This design comes from an exercise in tuning for small area and a short achievable clock period on the open sky130 flow, not from production work.
RTL that was checked went through simulation tests only; none was proved equivalent to the original.
No activity file was given, so power comes from the tool's default toggle rates.

Setup of job 101:
Design wb_order_restorer, start of the top module:
module wb_order_restorer
#(
  parameter int DEPTH = 8,
  parameter int XLEN  = 32
) (
  input  logic                    clk,
  input  logic                    rst_i,
  input  logic                    in_valid_i,
  output logic                    in_ready_o,
  input  logic                    order_change_i,
  input  logic                    l1_valid_i,
  input  logic [XLEN-1:0]         l1_pc_i,
  input  logic [rv_pkg::REG_ADDR_W-1:0]   l1_rd_i,
  input  logic                    l1_we_i,
  input  logic [XLEN-1:0]         l1_data_i,
  input  logic                    l2_valid_i,
  input  logic [XLEN-1:0]         l2_pc_i,
  input  logic [rv_pkg::REG_ADDR_W-1:0]   l2_rd_i,
  input  logic                    l2_we_i,
  input  logic [XLEN-1:0]         l2_data_i,
  output logic                    c0_valid_o,
  output logic [XLEN-1:0]         c0_pc_o,
  output logic [rv_pkg::REG_ADDR_W-1:0]   c0_rd_o,
  output logic                    c0_we_o,
  output logic [XLEN-1:0]         c0_data_o,
  output logic                    c1_valid_o,
  output logic [XLEN-1:0]         c1_pc_o,
  output logic [rv_pkg::REG_ADDR_W-1:0]   c1_rd_o,
  output logic                    c1_we_o,
  output logic [XLEN-1:0]         c1_data_o,
  input  logic                    commit_ready_i,
  output logic [$clog2(DEPTH):0]  occupancy_o
);
Size in the first run: roughly 1900 cells after synthesis, roughly 25000 µm² of cells after synthesis.
==> flow/config.mk <==
export PLATFORM = sky130hd
export DESIGN_NAME = wb_order_restorer
export DESIGN_NICKNAME = wb_order_restorer
export VERILOG_FILES = /design/flow/design.v
export SDC_FILE = /design/flow/constraint.sdc
export NUM_CORES = 4
export LEC_CHECK = 0
export CAP_MARGIN = 20
export CORE_MARGIN = 2
export CORE_UTILIZATION = 60
export SETUP_SLACK_MARGIN = 2.45
export SLEW_MARGIN = 20
==> flow/constraint.sdc <==
create_clock -name core_clock -period 4.6 [get_ports {clk}]
set_input_delay 0.9200 -clock core_clock [delete_from_list [all_inputs] [get_ports {clk}]]
set_output_delay 0.9200 -clock core_clock [all_outputs]
set_load 0.01 [all_outputs]
standard.sh (not shown) runs the stock make flow with config.mk's settings and CLKGATE_MAP_FILE= SYNTH_SCRIPT=/design/flow/synth_recipe.tcl, a recipe that flattens the netlist after the stock synthesis.
==> flow/flow/run.sh <==
#!/bin/bash
# The standard synthesis and layout (standard.sh), except that from
# floorplan on the delay cells (clkdlybuf4s*, dlygate4sd*, dlymetal6s*) are
# added to the platform's don't-use list, so port buffering and repair use
# plain buffers. Synthesis runs first, unchanged. Each tool's output goes to a
# log file in this folder.
set -euo pipefail
bash standard.sh synth > synth.log 2>&1
# The platform's own don't-use list, as ORFS computes it for this config.
plat=$(make -C "$FLOW_HOME" DESIGN_CONFIG="$FLOW_CONFIG" WORK_HOME="$PWD/orfs" \
         print-DONT_USE_CELLS 2> print_dont_use.log | sed -n 's/^DONT_USE_CELLS: //p')
if [[ -z "$plat" ]]; then
  echo "could not read the platform's DONT_USE_CELLS" >&2
  exit 1
fi
dly=""
for c in clkdlybuf4s15_1 clkdlybuf4s15_2 clkdlybuf4s18_1 clkdlybuf4s18_2 \
         clkdlybuf4s25_1 clkdlybuf4s25_2 clkdlybuf4s50_1 clkdlybuf4s50_2 \
         dlygate4sd1_1 dlygate4sd2_1 dlygate4sd3_1 \
         dlymetal6s2s_1 dlymetal6s4s_1 dlymetal6s6s_1; do
  dly="$dly sky130_fd_sc_hd__$c"
done
echo "DONT_USE_CELLS=$plat$dly" > dont_use.txt
bash standard.sh "DONT_USE_CELLS=$plat$dly" finish > layout.log 2>&1
Job 101 was carried through to the last stage, and its layout satisfied the timing, design-rule and antenna checks.
> inputs changed (job 101 -> job 102)
-- flow/config.mk --
<<< job 101, line 10
export CORE_UTILIZATION = 60
export SETUP_SLACK_MARGIN = 2.45
export SLEW_MARGIN = 20
>>> job 102, line 10
export CORE_UTILIZATION = 60
export SETUP_SLACK_MARGIN = 2.3
export SLEW_MARGIN = 20
==> comparison <==
- Job 102 ends up with a total area of multi-input combinational cells that is about 6% lower than in job 101.
- Job 102 — combinational share of power 1.5 points lower, job 101 as reference
- Every stage of the flow completed for job 102, and the final layout passed the timing, design-rule and antenna checks.
- Re worst setup slack: job 101 was higher than job 102.
- Peak per-stage delay on the critical path ended up 0.77 ns lower on job 102 than on job 101.
- Re core occupancy in the finished layout: job 102 is 1.8 points down on job 101.
- NOTE: sequential share of layout area in job 102 exceeds that of job 101
- The power consumption of job 102 is lower than that of job 101.
- Compared with job 101, in job 102 net switching power now smaller; total length of routed met3 wires up about 0.7%.
Input-level comparison between job 103 and job 102:
-- flow/config.mk --
<<< job 102, line 10
export CORE_UTILIZATION = 60
export SETUP_SLACK_MARGIN = 2.3
export SLEW_MARGIN = 20
>>> job 103, line 10
export CORE_UTILIZATION = 60
export SETUP_SLACK_MARGIN = 2.6
export SLEW_MARGIN = 20
Job 103 gives more global-route usage than job 102 did.
As far as number of placed cells counting well taps is concerned, job 103 and job 102 perform about the same.
The uppermost signal routing layer after detailed routing comes out met4 in one run and met5 in the other, namely in job 103 and job 102 respectively.
Job 103 vs job 102 on post-route minimum period: job 103 is the lower one.
Sequential group share of total power (lower): job 103
Diff job 102 -> job 103: internal power component shows an increase of 1.4 mW, placement-stage worst setup slack shows no meaningful change.
The area of combinational cells with multiple inputs reported for job 103 is greater than that of job 102 by 9.1%.
Modified inputs, job 104 compared to job 103
-- flow/config.mk --
<<< job 103, line 9
export CORE_MARGIN = 2
export CORE_UTILIZATION = 60
export SETUP_SLACK_MARGIN = 2.6
export SLEW_MARGIN = 20
>>> job 104, line 9
export CORE_MARGIN = 2
export CORE_UTILIZATION = 70
export SETUP_SLACK_MARGIN = 2.3
export SLEW_MARGIN = 20
[summary]
Job 104 | stages: all done | timing, DRC, antenna: all pass. Job 104 against job 103; final total power is down by more than 10%. Re clock power share: job 104 and job 103 aren't equal, and the higher value belongs to job 104. Number of well taps for job 104: 78 down relative to job 103.

* * *

## old
Another version of the RTL of wb_order_restorer (not shown whole).
For scale: roughly 1700 cells after synthesis, about 610 flip-flops, roughly 290 I/O pins, roughly 25000 µm² of cells after synthesis.
Settings: LEC_CHECK=0, CAP_MARGIN=20, CORE_MARGIN=2, CORE_UTILIZATION=40, SETUP_SLACK_MARGIN=2.3, SLEW_MARGIN=20; clock period 4.6 ns.
Scripts as last shown in full above: flow/flow/run.sh
Both conditions hold for old: the flow ran to the end and the final layout passed the timing, design-rule and antenna checks.
Setup changes, old to new
--- a/flow/config.mk
+++ b/flow/config.mk
@@ -10,2 +10,2 @@
-export CORE_UTILIZATION = 40
-export SETUP_SLACK_MARGIN = 2.3
+export CORE_UTILIZATION = 60
+export SETUP_SLACK_MARGIN = 2.7
HPWL reported at the end of detailed placement on new is down relative to old. Delta (new minus old): share of the clock period used by the worst path after layout now sits higher; sequential share of layout area now sits lower.
No run of this note included a check of the RTL's function; only the layout flow was run.

* * *

The RTL this note starts from:
==> flow/design.v <==
package rv_pkg;
  localparam int REG_ADDR_W  = 5;
  localparam int COMMIT_XLEN = 32;
  typedef struct packed {
    logic [COMMIT_XLEN-1:0] pc;
    logic [REG_ADDR_W-1:0]  rd;
    logic                   we;
    logic [COMMIT_XLEN-1:0] data;
  } commit_entry_t;
  function automatic commit_entry_t force_fields(input commit_entry_t e, input logic valid);
    force_fields = e;
    if (!valid) force_fields = '0;
    else if (e.rd == '0) force_fields = {e.pc, e.rd, 1'b0, e.data};
  endfunction
endpackage
module commit_fifo_2w
#(
  parameter int DEPTH = 6
) (
  input  logic                  clk,
  input  logic                  rst_i,
  input  logic                  wr_open,   
  input  logic [1:0]            wr_cnt,    
  input  logic                  wr0_l2,    
  input  logic                  wr1_l2,    
  input  rv_pkg::commit_entry_t lane1,
  input  rv_pkg::commit_entry_t lane2,
  input  logic [1:0]            rd_cnt,    
  output rv_pkg::commit_entry_t rd_e,      
  output rv_pkg::commit_entry_t rd_o,      
  output logic                  rd_swap    
);
  localparam int HD = DEPTH / 2;
  logic [69:0]      mem_e [0:HD-1];   
  logic [69:0]      mem_o [0:HD-1];
  logic [DEPTH-1:0] wr_ptr, rd_ptr;   
  logic             wr_odd, rd_odd;
  logic [HD-1:0]    wi_e, wi_o, ri_e, ri_o;
  logic [69:0]      din_e, din_o;
  function automatic logic [DEPTH-1:0] rot(input logic [DEPTH-1:0] p, input logic [1:0] n);
    case (n)
      2'd1:    rot = {p[DEPTH-2:0], p[DEPTH-1]};
      2'd2:    rot = {p[DEPTH-3:0], p[DEPTH-1:DEPTH-2]};
      default: rot = p;
    endcase
  endfunction
  always_ff @(posedge clk or posedge rst_i) begin
    if (rst_i) begin
      wr_ptr <= DEPTH'(1);
      rd_ptr <= DEPTH'(1);
      wr_odd <= 1'b0;
      rd_odd <= 1'b0;
    end else begin
      wr_ptr <= rot(wr_ptr, wr_cnt);
      rd_ptr <= rot(rd_ptr, rd_cnt);
      wr_odd <= wr_odd ^ wr_cnt[0];
      rd_odd <= rd_odd ^ rd_cnt[0];
    end
  end
  always_comb begin
    for (int j = 0; j < HD; j++) begin
      wi_e[j] = wr_ptr[2 * j] | wr_ptr[(2 * j + DEPTH - 1) % DEPTH];
      wi_o[j] = wr_ptr[2 * j] | wr_ptr[2 * j + 1];
      ri_e[j] = rd_ptr[2 * j] | rd_ptr[(2 * j + DEPTH - 1) % DEPTH];
      ri_o[j] = rd_ptr[2 * j] | rd_ptr[2 * j + 1];
    end
  end
  assign din_e = (wr_odd ? wr1_l2 : wr0_l2) ? lane2 : lane1;
  assign din_o = (wr_odd ? wr0_l2 : wr1_l2) ? lane2 : lane1;
  always_ff @(posedge clk) begin
    for (int j = 0; j < HD; j++) begin
      if (wr_open && wi_e[j]) mem_e[j] <= din_e;
      if (wr_open && wi_o[j]) mem_o[j] <= din_o;
    end
  end
  always_comb begin
    rd_e = '0;
    rd_o = '0;
    for (int j = 0; j < HD; j++) begin
      rd_e = rd_e | ({70{ri_e[j]}} & mem_e[j]);
      rd_o = rd_o | ({70{ri_o[j]}} & mem_o[j]);
    end
  end
  assign rd_swap = rd_odd;
endmodule
module wb_order_restorer
#(
  parameter int DEPTH = 8,
  parameter int XLEN  = 32
) (
  input  logic                    clk,
  input  logic                    rst_i,
  input  logic                    in_valid_i,
  output logic                    in_ready_o,
  input  logic                    order_change_i,
  input  logic                    l1_valid_i,
  input  logic [XLEN-1:0]         l1_pc_i,
  input  logic [rv_pkg::REG_ADDR_W-1:0]   l1_rd_i,
  input  logic                    l1_we_i,
  input  logic [XLEN-1:0]         l1_data_i,
  input  logic                    l2_valid_i,
  input  logic [XLEN-1:0]         l2_pc_i,
  input  logic [rv_pkg::REG_ADDR_W-1:0]   l2_rd_i,
  input  logic                    l2_we_i,
  input  logic [XLEN-1:0]         l2_data_i,
  output logic                    c0_valid_o,
  output logic [XLEN-1:0]         c0_pc_o,
  output logic [rv_pkg::REG_ADDR_W-1:0]   c0_rd_o,
  output logic                    c0_we_o,
  output logic [XLEN-1:0]         c0_data_o,
  output logic                    c1_valid_o,
  output logic [XLEN-1:0]         c1_pc_o,
  output logic [rv_pkg::REG_ADDR_W-1:0]   c1_rd_o,
  output logic                    c1_we_o,
  output logic [XLEN-1:0]         c1_data_o,
  input  logic                    commit_ready_i,
  output logic [$clog2(DEPTH):0]  occupancy_o
);
  localparam int CW = $clog2(DEPTH) + 1;
  logic [DEPTH:0]  occ, occ_pop, occ_nx;    
  logic [CW-1:0]   count, count_nx;
  logic            ready, c0_valid, c1_valid;
  logic            cr, accept, both;
  logic            z, one, three, ge2, ge3, ge4;
  logic            rem_ge2, rem_one;
  logic [1:0]      push_cnt, t_wr_cnt, t_rd_cnt;
  logic            n0_l2, n1_l2;
  logic            rd_swap;
  rv_pkg::commit_entry_t lane1, lane2, rd_e, rd_o, h0, h1, h0_nx, h1_nx;
  logic            h0_en, h0_hi, h1_en, h1_hi;
  logic [4:0]      h0_s, h1_s;
  assign cr     = commit_ready_i;
  assign accept = in_valid_i & ready;
  assign both   = l1_valid_i & l2_valid_i;
  assign push_cnt = accept ? {both, l1_valid_i ^ l2_valid_i} : 2'd0;
  assign z     = occ[0];
  assign one   = occ[1];
  assign three = occ[3];
  assign ge2   = ~(occ[0] | occ[1]);
  assign ge3   = ~(occ[0] | occ[1] | occ[2]);
  assign ge4   = ~(occ[0] | occ[1] | occ[2] | occ[3]);
  assign rem_ge2 = cr ? ge4 : ge2;
  assign rem_one = cr ? three : one;
  always_comb begin
    occ_pop = occ;
    if (cr) occ_pop = {2'b00, occ[DEPTH:3], occ[2] | occ[1] | occ[0]};
    case (push_cnt)
      2'd1:    occ_nx = {occ_pop[DEPTH-1:0], 1'b0};
      2'd2:    occ_nx = {occ_pop[DEPTH-2:0], 2'b00};
      default: occ_nx = occ_pop;
    endcase
    count_nx = '0;
    for (int k = 0; k <= DEPTH; k++)
      if (occ_nx[k]) count_nx = count_nx | CW'(k);
  end
  always_ff @(posedge clk or posedge rst_i) begin
    if (rst_i) begin
      occ      <= (DEPTH+1)'(1);
      count    <= '0;
      ready    <= 1'b1;
      c0_valid <= 1'b0;
      c1_valid <= 1'b0;
    end else begin
      occ      <= occ_nx;
      count    <= count_nx;
      ready    <= ~(occ_nx[DEPTH] | occ_nx[DEPTH-1]);
      c0_valid <= ~occ_nx[0];
      c1_valid <= ~(occ_nx[0] | occ_nx[1]);
    end
  end
  assign lane1 = {l1_pc_i, l1_rd_i, l1_we_i & (l1_rd_i != '0), l1_data_i};
  assign lane2 = {l2_pc_i, l2_rd_i, l2_we_i & (l2_rd_i != '0), l2_data_i};
  assign n0_l2 = order_change_i ? l2_valid_i : ~l1_valid_i;
  assign n1_l2 = ~order_change_i;
  assign t_rd_cnt = (cr & ge3) ? {ge4, ~ge4} : 2'd0;
  assign t_wr_cnt = rem_ge2 ? push_cnt : {1'b0, rem_one & push_cnt[1]};
  commit_fifo_2w #(.DEPTH(DEPTH - 2)) u_fifo (
    .clk     (clk),
    .rst_i   (rst_i),
    .wr_open (ready),
    .wr_cnt  (t_wr_cnt),
    .wr0_l2  (rem_ge2 ? n0_l2 : n1_l2),
    .wr1_l2  (n1_l2),
    .lane1   (lane1),
    .lane2   (lane2),
    .rd_cnt  (t_rd_cnt),
    .rd_e    (rd_e),
    .rd_o    (rd_o),
    .rd_swap (rd_swap)
  );
  assign h0_en = cr | z;
  assign h1_en = cr | z | one;
  assign h0_hi = ge3 ? rd_swap : n0_l2;
  assign h1_hi = ge4 ? ~rd_swap : (rem_one ? n0_l2 : n1_l2);
  assign h0_s  = {h0_en & ge3 & h0_hi, h0_en & ge3 & ~h0_hi,
                  h0_en & ~ge3 & h0_hi, h0_en & ~ge3 & ~h0_hi, ~h0_en};
  assign h1_s  = {h1_en & ge4 & h1_hi, h1_en & ge4 & ~h1_hi,
                  h1_en & ~ge4 & h1_hi, h1_en & ~ge4 & ~h1_hi, ~h1_en};
  assign h0_nx = ({70{h0_s[4]}} & rd_o) | ({70{h0_s[3]}} & rd_e) | ({70{h0_s[2]}} & lane2)
               | ({70{h0_s[1]}} & lane1) | ({70{h0_s[0]}} & h0);
  assign h1_nx = ({70{h1_s[4]}} & rd_o) | ({70{h1_s[3]}} & rd_e) | ({70{h1_s[2]}} & lane2)
               | ({70{h1_s[1]}} & lane1) | ({70{h1_s[0]}} & h1);
  always_ff @(posedge clk) begin
    h0 <= h0_nx;
    h1 <= h1_nx;
  end
  assign in_ready_o  = ready;
  assign c0_valid_o  = c0_valid;
  assign c0_pc_o     = h0.pc;
  assign c0_rd_o     = h0.rd;
  assign c0_we_o     = h0.we;
  assign c0_data_o   = h0.data;
  assign c1_valid_o  = c1_valid;
  assign c1_pc_o     = h1.pc;
  assign c1_rd_o     = h1.rd;
  assign c1_we_o     = h1.we;
  assign c1_data_o   = h1.data;
  assign occupancy_o = count;
endmodule
Settings: LEC_CHECK=0, CAP_MARGIN=20, CORE_MARGIN=2, CORE_UTILIZATION=40, CTS_BUF_LIST=sky130_fd_sc_hd__clkbuf_4 sky130_fd_sc_hd__clkbuf_8, SETUP_SLACK_MARGIN=2.3, SLEW_MARGIN=20; clock period 4.6 ns.
run.sh (not shown) runs the stock make flow with config.mk's settings and CLKGATE_MAP_FILE= SYNTH_SCRIPT=/design/flow/synth_recipe.tcl, a recipe that flattens the netlist after the stock synthesis.
Stock flow here: none of the scripts above is used.
The starting point went through all stages and came out clean.
Edit:
- CTS_BUF_LIST: sky130_fd_sc_hd__clkbuf_4 sky130_fd_sc_hd__clkbuf_8 -> unset
- SETUP_SLACK_MARGIN: 2.3 -> 3.1
After rerunning:
- The new run completed with no timing, DRC or antenna violations
- design area went up by about 20%
- maximum frequency goes up by about 1.2%
- via count came out higher by 22%
- total power climbs by about 9%
- utilization came out higher by 10 points
- wire length goes up by 42%
- sequential cell count stays the same
Function was not checked in any run of this note: the RTL went through the layout flow alone.

==> separate check: timing with driven ports <==
Ports are ideal in the flow. The routed layouts listed here were re-timed in OpenROAD.
Step 1 (the two cells are an assumption about what drives the block):
set clk [get_ports {clk}]
set_driving_cell -lib_cell sky130_fd_sc_hd__clkbuf_16 $clk
set_driving_cell -lib_cell sky130_fd_sc_hd__buf_2 [delete_from_list [all_inputs] $clk]
Step 2 also shifts input and output timing later by t, the mid clock arrival at the registers, as if the neighbouring blocks saw the same clock.
a / b / c = no drivers / after step 1 / after step 2; a / b = the first two.
| run | t (ns) | setup slack, ns | worst data-port slew with drivers (ns) | pins driven straight from the clock port |
|---|---|---|---|---|
| job 101 | 0.678 | 2.375 / 2.358 / 1.893 | 0.08 | 1 |
| job 102 | 0.673 | 2.326 / 2.306 / 1.682 | 0.09 | 1 |
| job 103 | 0.690 | 2.407 / 2.345 / 1.834 | 0.11 | 1 |
| job 104 | 0.661 | 2.244 / 2.244 / 1.664 | 0.07 | 1 |
| old | 0.651 | 2.303 / 2.289 / 1.665 | 0.09 | 1 |
| new | 0.683 | 2.252 / 2.267 / 1.584 | 0.10 | 1 |
| the first run of note 3 | 0.746 | 2.184 / 2.185 / 1.453 | 0.11 | 1 |
| the second run of note 3 | 0.719 | 2.212 / 2.212 / 1.596 | 0.13 | 1 |
After both steps every run listed still meets setup and hold. The setup slack of the first run of note 3, which loses most, moves by +0.001 ns with the drivers and by -0.731 ns with both steps.
